Background: an optimization exercise with open tools, aiming at small area, a short achievable clock period and few clock cycles. Do not read the settings as production practice. Power figures rest on the tool's default switching activity, not on a simulated workload.

## old
==> flow/design.v (excerpt) <==
module sliding_window_event_assigner_core (
	input  logic                              clk,
	input  logic                              arst_n,
	input  logic                              evt_valid,
	output logic                              evt_ready,
	input  logic [swea_pkg::TIME_W-1:0]       evt_stamp,
	input  logic [swea_pkg::REF_W-1:0]        evt_ref,
	input  logic [swea_pkg::TAG_W-1:0]        evt_tag,
	input  logic                              evt_eom,
	output logic                              res_valid,
	input  logic                              res_ready,
	output logic                              res_kind,
	output logic [swea_pkg::TIME_W-1:0]       res_window_id,
	output logic [swea_pkg::RANK_W-1:0]       res_rank,
	output logic [swea_pkg::REF_W-1:0]        res_ref,
	output logic [swea_pkg::TAG_W-1:0]        res_tag,
	output logic [swea_pkg::TIME_W-1:0]       res_span_low,
	output logic [swea_pkg::TIME_W-1:0]       res_span_high,
	output logic                              res_last,
	input  logic                              psel,
	input  logic                              penable,
	input  logic                              pwrite,
	input  logic [swea_pkg::ADDR_W-1:0]       paddr,
	input  logic [swea_pkg::DATA_W-1:0]       pwdata,
	output logic [swea_pkg::DATA_W-1:0]       prdata,
	output logic                              pready
);
Size: roughly 3400 cells after synthesis, ~480 flip-flops, roughly 340 I/O pins.
clock: 10.0 ns
lec_check: 0
cap_margin: 20
core_margin: 2
core_utilization: 40
slew_margin: 20
standard.sh (not shown) runs the stock make flow with config.mk's settings and CLKGATE_MAP_FILE= SYNTH_SCRIPT=/design/flow/synth_recipe.tcl, a recipe that flattens the netlist after the stock synthesis.
==> flow/flow/run.sh <==
#!/bin/bash
set -euo pipefail
cd "$(dirname "$0")/.."
bash standard.sh SETUP_SLACK_MARGIN=6.5 "BUFFER_PORTS_ARGS=-buffer_cell sky130_fd_sc_hd__buf_1" finish > flow_standard.log 2>&1
old: PASS, flow complete, no timing, DRC or antenna violations
diff inputs: old => new
--- a/flow/design.v
+++ b/flow/design.v
@@ -87,24 +87,23 @@
 	logic [swea_pkg::RANK_CNT_W-1:0] rank_cnt_q;
 	logic [32:0] d3_q;    
 	logic szero_q;        
 	logic d1_q;           
 	logic [2:0] skip_q;   
 	logic rzero_q;        
 	logic r1_q;           
 	logic czero_q;        
 	logic [4:0] cm1_q;    
 	logic [4:0] cm1mod_q; 
 	logic [8:0] rmc_q;    
-	logic cmod_q;         
-	logic [1:0] cmdig_q;
+	logic [9:0] r3_q;     
 	logic [2:0] st_q;
 	logic idle_q;         
 	logic cfg_q;          
 	logic [3:0] cnt_q;
 	logic fs_q;           
 	logic [30:0] rem_q;
 	logic [30:0] qr_q;    
 	logic [7:0] m_q;      
 	logic valid_q;
 	logic kind_q;
 	logic last_q;
@@ -165,27 +164,27 @@
 	assign dividend = cfg_q ? range_q : evt_stamp;
 	assign ld = {31'b0, dividend} << {skip_q, 1'b1};
 	swea_div u_div (
 		.rem     (rem_q),
 		.bits    (qr_q[30:29]),
 		.d       (d),
 		.d3      (d3_q),
 		.rem_nxt (step_rem),
 		.digit   (step_digit)
 	);
 	always_comb begin
-		tdig = cmod_q ? cmdig_q : qr_q[1:0];
+		tdig = qr_q[1:0];
 		tx = {m_q, tdig};
 		t1 = {1'b0, tx} - {2'b0, r};
 		t2 = {1'b0, tx} - {1'b0, r, 1'b0};
-		t3 = {1'b0, tx} - {2'b0, r} - {1'b0, r, 1'b0};
+		t3 = {1'b0, tx} - {1'b0, r3_q};
 		if (!t3[10]) m_nxt = t3[7:0];
 		else if (!t2[10]) m_nxt = t2[7:0];
 		else if (!t1[10]) m_nxt = t1[7:0];
 		else m_nxt = tx[7:0];
 	end
 	always_comb begin
 		old_diff = {1'b0, qr_q} - {27'b0, cm1_q};
 		clip = old_diff[TW];
 		oldest = clip ? '0 : old_diff[TW-1:0];
 		left0 = clip ? qr_q[4:0] : cm1_q;
 		mq = (st_q == S_FIN) ? m_nxt : m_q;
@@ -285,69 +284,66 @@
 			end
 			if (take && kind_q) begin
 				low_q <= '1;
 				high_q <= '0;
 			end else begin
 				low_q <= low_nxt;
 				high_q <= high_nxt;
 			end
 		end
 	end
 	always_ff @(posedge clk) begin
+		rmc_q <= r - {4'b0, cm1mod_q};
 		if (st_q == S_CBEG) begin
 			szero_q <= slide_q == '0;
 			d1_q <= slide_q[TW-1:1] == '0;
 			if (slide_q[TW-1:11] != '0) skip_q <= 3'd5;
 			else if (slide_q[10:9] != '0) skip_q <= 3'd4;
 			else if (slide_q[8:7] != '0) skip_q <= 3'd3;
 			else if (slide_q[6:5] != '0) skip_q <= 3'd2;
 			else if (slide_q[4:3] != '0) skip_q <= 3'd1;
 			else skip_q <= 3'd0;
 			rzero_q <= r == 9'd0;
 			r1_q <= r == 9'd1;
+			r3_q <= {1'b0, r} + {r, 1'b0};
 		end
 		if (st_q == S_CLOAD) d3_q <= d3_calc[32:0];
-		cmod_q <= st_nxt == S_CMOD;
-		case ((st_q == S_CCNT) ? 2'd3 : cnt_q[1:0])
-			2'd3: cmdig_q <= {1'b0, cm1_nxt[4]};
-			2'd2: cmdig_q <= cm1_q[3:2];
-			default: cmdig_q <= cm1_q[1:0];
-		endcase
 		if (st_q == S_CCNT) begin
 			czero_q <= qr_q == '0;
 			cm1_q <= cm1_nxt;
 		end
 		if (st_q == S_CMOD && cnt_q[1:0] == 2'd0) begin
 			cm1mod_q <= m_nxt[4:0];
-			rmc_q <= r - {4'b0, m_nxt[4:0]};
 		end
 		if (st_q == S_CBEG) cfg_q <= 1'b1;
 		if (st_q == S_CMOD && cnt_q[1:0] == 2'd0) cfg_q <= 1'b0;
 		if (load || st_q == S_CLOAD) begin
 			rem_q <= d1_q ? 31'b0 : ld[61:31];
 			qr_q <= {ld[30:1], dividend[TW-1] & d1_q};
 			m_q <= {7'b0, dividend[TW-1] & d1_q & !r1_q};
 			cnt_q <= 4'd14 - {1'b0, skip_q};
 			fs_q <= 1'b1;
 		end else if (st_q == S_STEP) begin
 			rem_q <= step_rem;
 			qr_q <= {qr_q[28:0], step_digit};
 			if (!fs_q) m_q <= m_nxt;
 			cnt_q <= cnt_q - 4'd1;
 			fs_q <= 1'b0;
 		end else if (st_q == S_FIN) begin
 			m_q <= m_nxt;
 		end else if (st_q == S_CCNT) begin
+			qr_q[1:0] <= {1'b0, cm1_nxt[4]};
 			m_q <= 8'd0;
 			cnt_q <= 4'd2;
 		end else if (st_q == S_CMOD) begin
+			qr_q[1:0] <= (cnt_q[1:0] == 2'd2) ? cm1_q[3:2] : cm1_q[1:0];
 			m_q <= m_nxt;
 			cnt_q <= cnt_q - 4'd1;
 		end
 		if (accept) begin
 			eom_q <= evt_eom;
 			tag_q <= evt_tag;
 		end
 		if (accept || (take && last_win)) begin
 			ref_q <= (valid_q || czero_q) ? '0 : evt_ref;
 		end
 		if (emit_en) begin
==> comparison <==
Met2 routed wirelength: new vs old up about 3.3%. On new: initial antenna violation count is 5 lower than what old gave. old → new: clock latency on the worst-skew pair flat; number of instances on the worst hold path up 1; post-synthesis sequential element count up 7; detailed-route wire length on metal 1 up about 14%; number of inverters outside the clock class in the layout up 13. Across both runs, worst slack on hold paths was higher for new than for old. new vs old — number of multi-input combinational cells climbed by a little under 10%. Compared with old, new shows a count of clock-buffer cells in the layout that is about 19% lower. old leaves less setup margin than new. Looking at old and new, the total leakage power is a wash. On global-route wire length before repair: new sits above old.
No functional check of the RTL was part of any run of this note.

---

the reference run:
Another version of the RTL of sliding_window_event_assigner_core (not shown whole).
For scale: ~3200 cells after synthesis, about 340 I/O pins, roughly 32000 um^2 of cells after synthesis.
==> flow/config.mk <==
export PLATFORM = sky130hd
export DESIGN_NAME = sliding_window_event_assigner_core
export DESIGN_NICKNAME = sliding_window_event_assigner_core
export VERILOG_FILES = /design/flow/design.v
export SDC_FILE = /design/flow/constraint.sdc
export NUM_CORES = 4
export LEC_CHECK = 0
export CAP_MARGIN = 20
export CORE_MARGIN = 2
export CORE_UTILIZATION = 40
export SLEW_MARGIN = 20
==> flow/constraint.sdc <==
create_clock -name core_clock -period 10.0 [get_ports {clk}]
set_input_delay 2.0000 -clock core_clock [delete_from_list [all_inputs] [get_ports {clk}]]
set_output_delay 2.0000 -clock core_clock [all_outputs]
set_load 0.01 [all_outputs]
Scripts as last shown in full above: flow/flow/run.sh
The reference run: no failed stages, no open violations at the end
diff inputs: the reference run => the trial run
-- flow/design.v --
<<< the reference run, line 92
	logic rzero_q;        
	logic r1_q;           
	logic [8:0] r_q;      
	logic czero_q;        
	logic [4:0] cm1_q;    
>>> the trial run, line 92
	logic rzero_q;        
	logic r1_q;           
	logic czero_q;        
	logic [4:0] cm1_q;    
<<< the reference run, line 99
	logic [2:0] st_q;
	logic idle_q;         
	logic wr_q;           
	logic cfg_q;          
	logic [3:0] cnt_q;
>>> the trial run, line 98
	logic [2:0] st_q;
	logic idle_q;         
	logic cfg_q;          
	logic [3:0] cnt_q;
<<< the reference run, line 126
	logic [TW-1:0] d;
	logic [8:0] r;
	logic [8:0] r_c;
	logic [TW-1:0] dividend;
	logic [30:0] step_rem;
>>> the trial run, line 124
	logic [TW-1:0] d;
	logic [8:0] r;
	logic [TW-1:0] dividend;
	logic [30:0] step_rem;
<<< the reference run, line 161
	logic [61:0] ld;
	assign d = {slide_q[TW-1:1], slide_q[0] | szero_q};
	assign r_c = rank_cnt_q[8] ? 9'd256 : rank_cnt_q;
	assign r = r_q;
	assign dividend = cfg_q ? range_q : evt_stamp;
	assign ld = {31'b0, dividend} << {skip_q, 1'b1};
>>> the trial run, line 158
	logic [61:0] ld;
	assign d = {slide_q[TW-1:1], slide_q[0] | szero_q};
	assign r = rank_cnt_q[8] ? 9'd256 : rank_cnt_q;
	assign dividend = cfg_q ? range_q : evt_stamp;
	assign ld = {31'b0, dividend} << {skip_q, 1'b1};
<<< the reference run, line 229
			default: st_nxt = S_IDLE;
		endcase
		if (wr_q) st_nxt = S_CBEG;
	end
	always_comb begin
>>> the trial run, line 225
			default: st_nxt = S_IDLE;
		endcase
		if (cfg_wr && (paddr[3:2] != 2'd3)) st_nxt = S_CBEG;
	end
	always_comb begin
<<< the reference run, line 243
			pend_nxt = 1'b1;
		end
		if (wr_q) pend_nxt = 1'b0;
	end
	always_ff @(posedge clk or negedge arst_n) begin
>>> the trial run, line 239
			pend_nxt = 1'b1;
		end
		if (cfg_wr) pend_nxt = 1'b0;
	end
	always_ff @(posedge clk or negedge arst_n) begin
<<< the reference run, line 249
			st_q <= S_CBEG;
			idle_q <= 1'b0;
			wr_q <= 1'b0;
			pend_q <= 1'b0;
			valid_q <= 1'b0;
>>> the trial run, line 245
			st_q <= S_CBEG;
			idle_q <= 1'b0;
			pend_q <= 1'b0;
			valid_q <= 1'b0;
<<< the reference run, line 269
			st_q <= st_nxt;
			idle_q <= (st_nxt == S_IDLE) && !czero_q;
			wr_q <= cfg_wr && (paddr[3:2] != 2'd3);
			valid_q <= valid_nxt;
			pend_q <= pend_nxt;
			evt_ready_q <= !(psel && pwrite) && !wr_q && !valid_nxt && !pend_nxt
				&& ((st_nxt == S_IDLE) || (!czero_q && (st_nxt == S_DONE)));
			pready_q <= psel && penable && !pready_q;
>>> the trial run, line 264
			st_q <= st_nxt;
			idle_q <= (st_nxt == S_IDLE) && !czero_q;
			valid_q <= valid_nxt;
			pend_q <= pend_nxt;
			evt_ready_q <= !valid_nxt && !pend_nxt
				&& ((st_nxt == S_IDLE) || (!czero_q && (st_nxt == S_DONE)));
			pready_q <= psel && penable && !pready_q;
<<< the reference run, line 304
			else if (slide_q[4:3] != '0) skip_q <= 3'd1;
			else skip_q <= 3'd0;
			r_q <= r_c;
			rzero_q <= r_c == 9'd0;
			r1_q <= r_c == 9'd1;
			r3_q <= {1'b0, r_c} + {r_c, 1'b0};
		end
		if (st_q == S_CLOAD) d3_q <= d3_calc[32:0];
>>> the trial run, line 298
			else if (slide_q[4:3] != '0) skip_q <= 3'd1;
			else skip_q <= 3'd0;
			rzero_q <= r == 9'd0;
			r1_q <= r == 9'd1;
			r3_q <= {1'b0, r} + {r, 1'b0};
		end
		if (st_q == S_CLOAD) d3_q <= d3_calc[32:0];
<<< the reference run, line 319
		if (st_q == S_CBEG) cfg_q <= 1'b1;
		if (st_q == S_CMOD && cnt_q[1:0] == 2'd0) cfg_q <= 1'b0;
		if (idle_q || st_q == S_CLOAD) begin
			rem_q <= d1_q ? 31'b0 : ld[61:31];
			qr_q <= {ld[30:1], dividend[TW-1] & d1_q};
>>> the trial run, line 312
		if (st_q == S_CBEG) cfg_q <= 1'b1;
		if (st_q == S_CMOD && cnt_q[1:0] == 2'd0) cfg_q <= 1'b0;
		if (load || st_q == S_CLOAD) begin
			rem_q <= d1_q ? 31'b0 : ld[61:31];
			qr_q <= {ld[30:1], dividend[TW-1] & d1_q};
## What came out
Summary of the trial run over the reference run: overall power moved up, sink count of the clock tree moved down. The trial run vs. the reference run: routed wire length picked up an extra 6.0 mm; cell count picked up an extra 1.6%; share of the final layout cell area in sequential cells lost 0.86 points; number of multi-input combinational cells in the layout picked up an extra about 3.8%; gate count of the mapped netlist picked up an extra about 2.6%. Minimum hold slack: the trial run vs the reference run down 0.031 ns. Taking the reference run as the reference, in the trial run final area went up by 160 um^2; maximum frequency went down by 2.9 MHz; non-clock buffer contribution to total cell area was more or less identical.
Function was not checked in any run of this note: the RTL went through the layout flow alone.

---

== job 9744 ==
sliding_window_event_assigner_core, a different RTL version from the one above (not shown whole).
Size in the first run: about 490 flip-flops, ~340 I/O pins, ~29000 um2 of cells after synthesis.
==> flow/config.mk <==
export PLATFORM = sky130hd
export DESIGN_NAME = sliding_window_event_assigner_core
export DESIGN_NICKNAME = sliding_window_event_assigner_core
export VERILOG_FILES = /design/flow/design.v
export SDC_FILE = /design/flow/constraint.sdc
export NUM_CORES = 4
export LEC_CHECK = 0
export CAP_MARGIN = 20
export CORE_MARGIN = 2
export CORE_UTILIZATION = 40
export SLEW_MARGIN = 20
==> flow/constraint.sdc <==
create_clock -name core_clock -period 10.0 [get_ports {clk}]
set_input_delay 2.0000 -clock core_clock [delete_from_list [all_inputs] [get_ports {clk}]]
set_output_delay 2.0000 -clock core_clock [all_outputs]
set_load 0.01 [all_outputs]
==> flow/flow/run.sh <==
#!/bin/bash
set -euo pipefail
cd "$(dirname "$0")/.."
bash standard.sh SETUP_SLACK_MARGIN=6.8 "BUFFER_PORTS_ARGS=-buffer_cell sky130_fd_sc_hd__buf_1" finish > flow_standard.log 2>&1
Inputs modified between job 9744 and job 3331:
--- a/flow/design.v
+++ b/flow/design.v
@@ -82,19 +82,19 @@
 	localparam logic [2:0] S_DONE  = 3'd3;  
 	localparam logic [2:0] S_CBEG  = 3'd4;  
 	localparam logic [2:0] S_CLOAD = 3'd5;  
 	localparam logic [2:0] S_CCNT  = 3'd6;  
 	localparam logic [2:0] S_CMOD  = 3'd7;  
 	logic [TW-1:0] slide_q;
 	logic [TW-1:0] range_q;
 	logic [swea_pkg::RANK_CNT_W-1:0] rank_cnt_q;
 	logic [32:0] d3_q;    
-	logic d0_q;           
+	logic szero_q;        
 	logic d1_q;           
 	logic [2:0] skip_q;   
 	logic rzero_q;        
 	logic r1_q;           
 	logic [8:0] r_q;      
 	logic czero_q;        
 	logic [4:0] cm1_q;    
 	logic [4:0] cm1mod_q; 
 	logic [9:0] r3_q;     
@@ -156,19 +156,19 @@
 	logic [2:0] st_nxt;
 	logic [4:0] cm1_nxt;
 	logic sum_nxt;
 	logic [TW-1:0] d_c;
 	logic [32:0] s1;
 	logic [TW-1:0] low_nxt;
 	logic [TW-1:0] high_nxt;
 	logic emit_en;
 	logic [61:0] ld;
-	assign d = {slide_q[TW-1:1], d0_q};
+	assign d = {slide_q[TW-1:1], slide_q[0] | szero_q};
 	assign d_c = {slide_q[TW-1:1], slide_q[0] | (slide_q == '0)};
 	assign r_c = rank_cnt_q[8] ? 9'd256 : rank_cnt_q;
 	assign r = r_q;
 	assign dividend = cfg_q ? range_q : evt_stamp;
 	assign ld = {31'b0, dividend} << {skip_q, 1'b1};
 	swea_div u_div (
 		.rem     (rem_q),
 		.bits    (qr_q[30:29]),
 		.d       (d),
@@ -286,20 +286,20 @@
 				low_q <= '1;
 				high_q <= '0;
 			end else begin
 				low_q <= low_nxt;
 				high_q <= high_nxt;
 			end
 		end
 	end
 	always_ff @(posedge clk) begin
-		begin
-			d0_q <= d_c[0];
+		if (st_q == S_CBEG) begin
+			szero_q <= slide_q == '0;
 			d1_q <= slide_q[TW-1:1] == '0;
 			if (slide_q[TW-1:11] != '0) skip_q <= 3'd5;
 			else if (slide_q[10:9] != '0) skip_q <= 3'd4;
 			else if (slide_q[8:7] != '0) skip_q <= 3'd3;
 			else if (slide_q[6:5] != '0) skip_q <= 3'd2;
 			else if (slide_q[4:3] != '0) skip_q <= 3'd1;
 			else skip_q <= 3'd0;
 			r_q <= r_c;
 			rzero_q <= r_c == 9'd0;
Compared to job 9744, job 3331 has transition time at the pin with the least slew margin 100 ps higher.
For job 9744, the start point of the critical path was qr_q[30]$_DFFE_PP_, unlike job 3331, where it was tag_q[5]$_DFFE_PP_.
Job 3331 vs. job 9744: total length of routed wires climbed 3.2%; complex-gate fraction of the synthesized area dropped 0.58 points; largest stage delay on the critical path dropped 60 ps.
Job 9744 → job 3331: die area went up; proportion of final cell area spent on non-clock buffers went up.
Job 3331 | stages: all done | timing, DRC, antenna: all pass
Re logic depth of the worst path, buffers included: job 9744 was higher than job 3331.
Switching power ends up higher on job 9744.
Looking at hold slack, job 3331 sits 59 ps higher than job 9744 does.
Post-synthesis to final-layout area growth (job 3331 over job 9744): increase, 2.5 points
No run of this note included a check of the RTL's function; only the layout flow was run.

## separate check: timing with driven ports
The flow's constraints put no driver on any port. The routed layouts listed below were extracted and timed again, unchanged, in two steps. Step 1 sets driving cells, clkbuf_16 on the clock port and buf_2 on the other inputs (assumed; they add their load-dependent delay and slew). Step 2 moves the port delays by t, midway between the first and last clock arrival at a register: inputs arrive t later, outputs are due t later. That takes back most of the time a late clock gives input paths. Three values: no drivers, after step 1, after step 2; two values: the first two.
run	t, ns	slack for setup (ns)	latest minus earliest clock arrival (ns)	worst register clock-pin slew, ns	pins driven straight from the clock port
old	0.702	4.339 / 4.339 / 4.339	0.041 / 0.041	0.06 / 0.06	1
new	0.714	5.412 / 5.412 / 5.412	0.039 / 0.039	0.07 / 0.07	1
the reference run	0.691	6.508 / 6.508 / 5.902	0.048 / 0.048	0.07 / 0.07	1
the trial run	0.700	6.472 / 6.472 / 5.974	0.035 / 0.034	0.07 / 0.07	1
job 9744	0.686	6.320 / 6.320 / 6.178	0.028 / 0.028	0.07 / 0.07	1
job 3331	0.688	6.736 / 6.670 / 6.266	0.026 / 0.026	0.07 / 0.07	1
After both steps setup and hold are still met in every run listed. For the reference run, which loses most, drivers alone change the setup slack by 0.000 ns; drivers and shift together by -0.606 ns.
